From an optimization exercise on the open Yosys and OpenROAD flow, aimed at small area, a short achievable clock period and few clock cycles per item; shortcuts taken in it are not production practice. In this exercise RTL edits were held to simulation tests only and were not proved equivalent to the original.

==> nickel <==
// keypad_press_autorepeat
module keypad_press_autorepeat #(
    parameter int ROWS = 8,
    parameter int COLS = 8
) (
    input  logic                          clk,
    input  logic                          rst_n,
    input  logic                          s_tvalid,
    output logic                          s_tready,
    input  logic [kpa_pkg::S_TDATA_W-1:0] s_tdata,
    input  logic [1:0]                    s_tuser,
    output logic                          m_tvalid,
    input  logic                          m_tready,
    output logic [kpa_pkg::M_TDATA_W-1:0] m_tdata,
    output logic                          m_tuser,
    output logic                          m_tlast,
    input  logic                          cfg_valid,
    output logic                          cfg_ready,
    input  logic [kpa_pkg::CFG_IDX_W-1:0] cfg_index,
    input  logic [kpa_pkg::KEY_VEC_W-1:0] cfg_data
);
    logic [kpa_pkg::DELAY_W-1:0]   cfg_initial_delay_reg;
    logic [kpa_pkg::DELAY_W-1:0]   cfg_repeat_interval_reg;
    logic [kpa_pkg::KEY_VEC_W-1:0] cfg_repeat_key_mask_reg;
  ...
Settings: LEC_CHECK=0, ABC_CLOCK_PERIOD_IN_PS=3000, CAP_MARGIN=20, CORE_MARGIN=2, CORE_UTILIZATION=40, SLEW_MARGIN=20; clock period 10.0 ns.
standard.sh (not shown) runs the stock make flow with config.mk's settings and CLKGATE_MAP_FILE= SYNTH_SCRIPT=/design/flow/synth_recipe.tcl, a recipe that flattens the netlist after the stock synthesis.
==> flow/flow/run.sh <==
#!/bin/bash
set -o pipefail
export SETUP_SLACK_MARGIN=6.5
bash standard.sh > standard.log 2>&1
==> pepper: changes against nickel <==
--- a/flow/design.v
+++ b/flow/design.v
@@ -16,58 +16,51 @@
     input  logic                       rst_n,
     input  logic                       s_tvalid,
     output logic                       s_tready,
     input  logic [kpa_pkg::ITEM_W-1:0] in_item,
     output logic                       q_valid,
     input  logic                       q_pop,
     output logic [kpa_pkg::ITEM_W-1:0] q_item
 );
-    logic [kpa_pkg::ITEM_W-1:0] mem0_reg, mem1_reg;
-    logic       wr_ptr_reg, rd_ptr_reg;
+    logic [kpa_pkg::ITEM_W-1:0] head_reg, tail_reg;
     logic [1:0] count_reg, count_next;
     logic       ready_reg;
     logic       push;
     assign s_tready = ready_reg;
     assign q_valid  = (count_reg != 2'd0);
-    assign q_item   = rd_ptr_reg ? mem1_reg : mem0_reg;
+    assign q_item   = head_reg;
     assign push     = s_tvalid && ready_reg;
     always_comb
     begin
         count_next = count_reg;
         if (push && !q_pop)
             count_next = count_reg + 2'd1;
         else if (q_pop && !push)
             count_next = count_reg - 2'd1;
     end
     always_ff @(posedge clk or negedge rst_n)
     begin
         if (!rst_n)
         begin
-            wr_ptr_reg <= 1'b0;
-            rd_ptr_reg <= 1'b0;
-            count_reg  <= 2'd0;
-            ready_reg  <= 1'b1;
+            count_reg <= 2'd0;
+            ready_reg <= 1'b1;
         end
         else
         begin
-            if (push)
-                wr_ptr_reg <= ~wr_ptr_reg;
-            if (q_pop)
-                rd_ptr_reg <= ~rd_ptr_reg;
             count_reg <= count_next;
             ready_reg <= (count_next != 2'd2);
         end
     end
     always_ff @(posedge clk)
     begin
-        if (ready_reg && !wr_ptr_reg)
-            mem0_reg <= in_item;
-        if (ready_reg && wr_ptr_reg)
-            mem1_reg <= in_item;
+        if ((count_reg == 2'd0) || q_pop)
+            head_reg <= (count_reg == 2'd2) ? tail_reg : in_item;
+        if ((count_reg == 2'd1) && !q_pop)
+            tail_reg <= in_item;
     end
 endmodule
 module kpa_back (
     input  logic                          clk,
     input  logic                          rst_n,
     input  logic [kpa_pkg::DELAY_W-1:0]   cfg_initial_delay,
     input  logic [kpa_pkg::DELAY_W-1:0]   cfg_repeat_interval,
     input  logic [kpa_pkg::KEY_VEC_W-1:0] cfg_repeat_key_mask,
@@ -78,35 +71,62 @@
     input  logic                          m_tready,
     output logic [kpa_pkg::M_TDATA_W-1:0] m_tdata,
     output logic                          m_tuser,
     output logic                          m_tlast
 );
     localparam int NK = kpa_pkg::KEY_VEC_W;
     localparam int TW = kpa_pkg::TICK_W;
     function automatic logic at_most_one(input logic [NK-1:0] v);
-        at_most_one = ((v & (v - 64'd1)) == '0);
+        logic [NK-1:0] a, b;
+        a = v;
+        b = '0;
+        for (int w = 1; w < NK; w = w * 2)
+        begin
+            for (int i = 0; i < NK; i = i + 2 * w)
+            begin
+                b[i] = b[i] | b[i+w] | (a[i] & a[i+w]);
+                a[i] = a[i] | a[i+w];
+            end
+        end
+        at_most_one = !b[0];
+    endfunction
+    function automatic logic at_most_two(input logic [NK-1:0] v);
+        logic [NK-1:0] a, b, c;
+        a = v;
+        b = '0;
+        c = '0;
+        for (int w = 1; w < NK; w = w * 2)
+        begin
+            for (int i = 0; i < NK; i = i + 2 * w)
+            begin
+                c[i] = c[i] | c[i+w] | (b[i] & a[i+w]) | (a[i] & b[i+w]);
+                b[i] = b[i] | b[i+w] | (a[i] & a[i+w]);
+                a[i] = a[i] | a[i+w];
+            end
+        end
+        at_most_two = !c[0];
     endfunction
     logic [NK-1:0] q_m;
     logic          q_mod;
     logic [TW-1:0] q_t;
     logic [1:0]    q_req;
     assign q_m   = q_item[NK-1:0];
     assign q_t   = q_item[NK+TW-1:NK];
     assign q_mod = q_item[NK+TW];
     assign q_req = q_item[NK+TW+2:NK+TW+1];
     logic [NK-1:0] ui_held_reg, game_held_reg, armed_reg;
     logic          adv;
-    logic          skid_v_reg;
-    logic [8:0]    skid_reg;
+    logic [1:0]    skid_n_reg;
+    logic [8:0]    skid_reg [3];
     logic          out_v_reg;
     logic [8:0]    out_reg;        
     logic          emit_v;
     logic [8:0]    emit_beat;
-    assign adv = !skid_v_reg;
+    assign adv = (skid_n_reg == 2'd0);
     logic          r_v_reg, r_first_reg, r_last_reg, r_ui_reg, r_any_reg;
     logic [NK-1:0] r_rem_reg, r_cand_reg;
     logic [TW-1:0] r_t_reg;
     logic [NK-1:0] r_h, r_rem_next;
     logic [5:0]    r_idx;
     logic          load;
     assign r_h        = r_rem_reg & (~r_rem_reg + 64'd1);
     assign r_rem_next = r_rem_reg & ~r_h;
@@ -189,109 +209,109 @@
                 r_cand_reg  <= d_cand;
                 r_t_reg     <= q_t;
                 r_ui_reg    <= d_ui;
                 r_any_reg   <= d_any;
             end
             else
             begin
                 r_first_reg <= 1'b0;
-                r_last_reg  <= at_most_one(r_rem_next);
+                r_last_reg  <= at_most_two(r_rem_reg);
                 r_rem_reg   <= r_rem_next;
             end
         end
     end
     logic          a_v_reg, a_first_reg, a_last_reg, a_key_reg, a_cand_reg;
     logic          a_ui_reg, a_any_reg;
     logic [5:0]    a_idx_reg;
+    logic [NK-1:0] a_h_reg;
     logic [TW-1:0] a_t_reg;
     always_ff @(posedge clk or negedge rst_n)
     begin
         if (!rst_n)
             a_v_reg <= 1'b0;
-        else if (adv)
-            a_v_reg <= r_v_reg;
+        else
+            a_v_reg <= r_v_reg && adv;
     end
     always_ff @(posedge clk)
     begin
-        if (adv)
         begin
             a_first_reg <= r_first_reg;
             a_last_reg  <= r_last_reg;
             a_key_reg   <= (r_rem_reg != '0);
             a_cand_reg  <= |(r_h & r_cand_reg);
             a_ui_reg    <= r_ui_reg;
             a_any_reg   <= r_any_reg;
             a_idx_reg   <= r_idx;
+            a_h_reg     <= r_h;
             a_t_reg     <= r_t_reg;
         end
     end
     logic [TW-1:0] dl_reg [NK];
     logic [TW-1:0] a_rdata, a_rd;
     logic          b_v_reg, b_first_reg, b_last_reg, b_key_reg, b_cand_reg;
     logic          b_ui_reg, b_any_reg;
     logic [5:0]    b_idx_reg;
-    logic [TW-1:0] b_t_reg, b_rd_reg;
+    logic [TW-1:0] b_t_reg, b_rd_reg, b_rd, b_wdata_reg;
+    logic          b_same_reg;
     logic [TW-1:0] b_diff, b_wdata;
     logic          b_fire, b_we;
     logic          wb_v_reg;
     logic [5:0]    wb_idx_reg;
     logic [TW-1:0] wb_data_reg;
     always_comb
     begin
         a_rdata = '0;
         for (int k = 0; k < NK; k++)
-            if (a_idx_reg == 6'(k))
-                a_rdata = dl_reg[k];
+            a_rdata = a_rdata | (dl_reg[k] & {TW{a_h_reg[k]}});
     end
     always_comb
     begin
-        if (b_we && (b_idx_reg == a_idx_reg))
-            a_rd = b_wdata;
-        else if (wb_v_reg && (wb_idx_reg == a_idx_reg))
+        if (wb_v_reg && (wb_idx_reg == a_idx_reg))
             a_rd = wb_data_reg;
         else
             a_rd = a_rdata;
     end
     always_ff @(posedge clk or negedge rst_n)
     begin
         if (!rst_n)
             b_v_reg <= 1'b0;
-        else if (adv)
+        else
             b_v_reg <= a_v_reg;
     end
     always_ff @(posedge clk)
     begin
-        if (adv)
         begin
             b_first_reg <= a_first_reg;
             b_last_reg  <= a_last_reg;
             b_key_reg   <= a_key_reg;
             b_cand_reg  <= a_cand_reg;
             b_ui_reg    <= a_ui_reg;
             b_any_reg   <= a_any_reg;
             b_idx_reg   <= a_idx_reg;
             b_t_reg     <= a_t_reg;
             b_rd_reg    <= a_rd;
+            b_wdata_reg <= a_t_reg + {1'b0, (a_cand_reg ? cfg_repeat_interval : cfg_initial_delay)};
+            b_same_reg  <= b_v_reg && b_ui_reg && (b_idx_reg == a_idx_reg);
         end
     end
-    assign b_diff  = b_t_reg - b_rd_reg;
+    assign b_rd    = (b_same_reg && wb_v_reg) ? wb_data_reg : b_rd_reg;
+    assign b_diff  = b_t_reg - b_rd;
     assign b_fire  = b_v_reg && b_key_reg && (!b_cand_reg || !b_diff[TW-1]);
     assign b_we    = b_fire && b_ui_reg;
-    assign b_wdata = b_t_reg + {1'b0, (b_cand_reg ? cfg_repeat_interval : cfg_initial_delay)};
+    assign b_wdata = b_wdata_reg;
     always_ff @(posedge clk or negedge rst_n)
     begin
         if (!rst_n)
             wb_v_reg <= 1'b0;
-        else if (adv)
+        else
             wb_v_reg <= b_we;
     end
     always_ff @(posedge clk)
     begin
-        if (adv)
         begin
             wb_idx_reg  <= b_idx_reg;
             wb_data_reg <= b_wdata;
         end
     end
     always_ff @(posedge clk)
     begin
         for (int k = 0; k < NK; k++)
@@ -314,88 +334,101 @@
                             {1'b0, 1'b1, open_any_reg, 6'd0};
             end
         end
         else if (b_v_reg)
         begin
             emit_v    = b_fire && pend_v_reg;
             emit_beat = {1'b1, 1'b0, open_any_reg, pend_idx_reg[2:0], pend_idx_reg[5:3]};
         end
-        else if (open_reg && done_reg)
+        else if (open_reg && done_reg && adv)
         begin
             emit_v    = 1'b1;
             emit_beat = pend_v_reg ?
                         {1'b1, 1'b1, open_any_reg, pend_idx_reg[2:0], pend_idx_reg[5:3]} :
                         {1'b0, 1'b1, open_any_reg, 6'd0};
         end
     end
     always_ff @(posedge clk or negedge rst_n)
     begin
         if (!rst_n)
         begin
             open_reg   <= 1'b0;
             done_reg   <= 1'b0;
             pend_v_reg <= 1'b0;
         end
-        else if (adv)
+        else
         begin
             if (b_v_reg)
             begin
                 open_reg <= 1'b1;
                 done_reg <= b_last_reg;
                 if (b_first_reg)
                     pend_v_reg <= b_fire;
                 else if (b_fire)
                     pend_v_reg <= 1'b1;
             end
-            else if (open_reg && done_reg)
+            else if (open_reg && done_reg && adv)
             begin
                 open_reg   <= 1'b0;
                 pend_v_reg <= 1'b0;
             end
         end
     end
     always_ff @(posedge clk)
     begin
-        if (adv && b_v_reg)
+        if (b_v_reg)
         begin
             if (b_first_reg)
                 open_any_reg <= b_any_reg;
             if (b_fire)
                 pend_idx_reg <= b_idx_reg;
         end
     end
     logic out_load;
     assign out_load = !out_v_reg || m_tready;
     always_ff @(posedge clk or negedge rst_n)
     begin
         if (!rst_n)
         begin
             out_v_reg  <= 1'b0;
-            skid_v_reg <= 1'b0;
+            skid_n_reg <= 2'd0;
         end
         else
         begin
             if (out_load)
             begin
-                out_v_reg  <= skid_v_reg || (adv && emit_v);
-                skid_v_reg <= 1'b0;
+                out_v_reg <= (skid_n_reg != 2'd0) || emit_v;
+                if ((skid_n_reg != 2'd0) && !emit_v)
+                    skid_n_reg <= skid_n_reg - 2'd1;
             end
-            else if (adv && emit_v)
+            else if (emit_v)
             begin
-                skid_v_reg <= 1'b1;
+                skid_n_reg <= skid_n_reg + 2'd1;
             end
         end
     end
     always_ff @(posedge clk)
     begin
         if (out_load)
-            out_reg <= skid_v_reg ? skid_reg : emit_beat;
-        if (!out_load && adv)
-            skid_reg <= emit_beat;
+        begin
+            out_reg <= (skid_n_reg != 2'd0) ? skid_reg[0] : emit_beat;
+            skid_reg[0] <= (skid_n_reg == 2'd1) ? emit_beat : skid_reg[1];
+            skid_reg[1] <= (skid_n_reg == 2'd2) ? emit_beat : skid_reg[2];
+            skid_reg[2] <= emit_beat;
+        end
+        else
+        begin
+            if (skid_n_reg == 2'd0)
+                skid_reg[0] <= emit_beat;
+            if (skid_n_reg == 2'd1)
+                skid_reg[1] <= emit_beat;
+            if (skid_n_reg == 2'd2)
+                skid_reg[2] <= emit_beat;
+        end
     end
     assign m_tvalid = out_v_reg;
     assign m_tuser  = out_reg[8];
     assign m_tlast  = out_reg[7];
     assign m_tdata  = {1'b0, out_reg[6:0]};
 endmodule
 module keypad_press_autorepeat #(
     parameter int ROWS = 8,
==> flow/flow/run.sh (replaced) <==
#!/bin/bash
set -o pipefail
export SETUP_SLACK_MARGIN=7
export BUFFER_PORTS_ARGS="-buffer_cell sky130_fd_sc_hd__buf_4"
bash standard.sh > standard.log 2>&1
==> flow_metrics.tcl <==
set metrics [dict create \
    num-multi-input-gates 4958 \
    routedWlPerCell_um 32.37 \
    drt_iter0_drc 13742 \
    status "complete, no violations" \
    crit_start "u_front.rd_ptr_reg$_DFFE_PN0P_" \
    core_um2 296800 \
    most-common-layout-cells "2,593 x edfxtp_1, 765 x nand2_1, 585 x buf_4, 520 x o21ai_0, 416 x nor2_1" \
    cts_setup_buffers 367 \
    rrSetupSlack_ns 5.33 \
    fin_nets 9564 \
    pg_seq_mw 17.8 \
    synth_nets 8709 \
    viasPerCell 6.269 \
    internal_power_mw 29.56 \
]
# the run above: nickel

==> flow_metrics.tcl <==
set metrics [dict create \
    status "complete, no violations" \
    num-multi-input-gates 3542 \
    most-common-layout-cells "2,435 x edfxtp_1, 585 x a22o_1, 540 x buf_4, 514 x a221oi_1, 327 x clkbuf_16" \
    cts_setup_buffers 213 \
    viasPerCell 6.718 \
    crit_start "u_back.wb_v_reg$_DFF_PN0_" \
    routedWlPerCell_um 38.86 \
    fin_nets 7866 \
    rrSetupSlack_ns 6.08 \
    synth_nets 7269 \
    start_util_pct 40.25 \
    core_um2 285500 \
    drt_iter0_drc 15350 \
]
# the run above: pepper

Testbench counts of nickel, summed over its fixed seeds: cycles 5,797, requests 3,200.
Testbench counts of pepper, summed over its fixed seeds: cycles 5,797, requests 3,200.

[separate check: timing with driven ports]
The results above use ideal ports. As a check the final layouts listed here were re-extracted and re-timed, cells and wires unchanged.
Step 1 sets driving cells, clkbuf_16 on the clock port and buf_2 on the other inputs (assumed; they add their load-dependent delay and slew).
Step 2 adds t to the input delays and takes it off the output delays; t is the mean of the earliest and latest rising clock arrival at the registers after step 1. Input paths then give back, and output paths get back, about the clock's delay inside the block.
Three values: no drivers, after step 1, after step 2; two values: the first two.
| run | t, ns | slack for setup (ns) | worst setup path after step 2 | clock arrival spread, ns |
|---|---|---|---|---|
| nickel | 0.972 | 5.327 / 5.327 / 5.327 | register to register | 0.060 / 0.061 |
| pepper | 0.968 | 6.082 / 6.082 / 6.082 | register to register | 0.114 / 0.113 |
After both steps setup and hold are still met in every run listed.
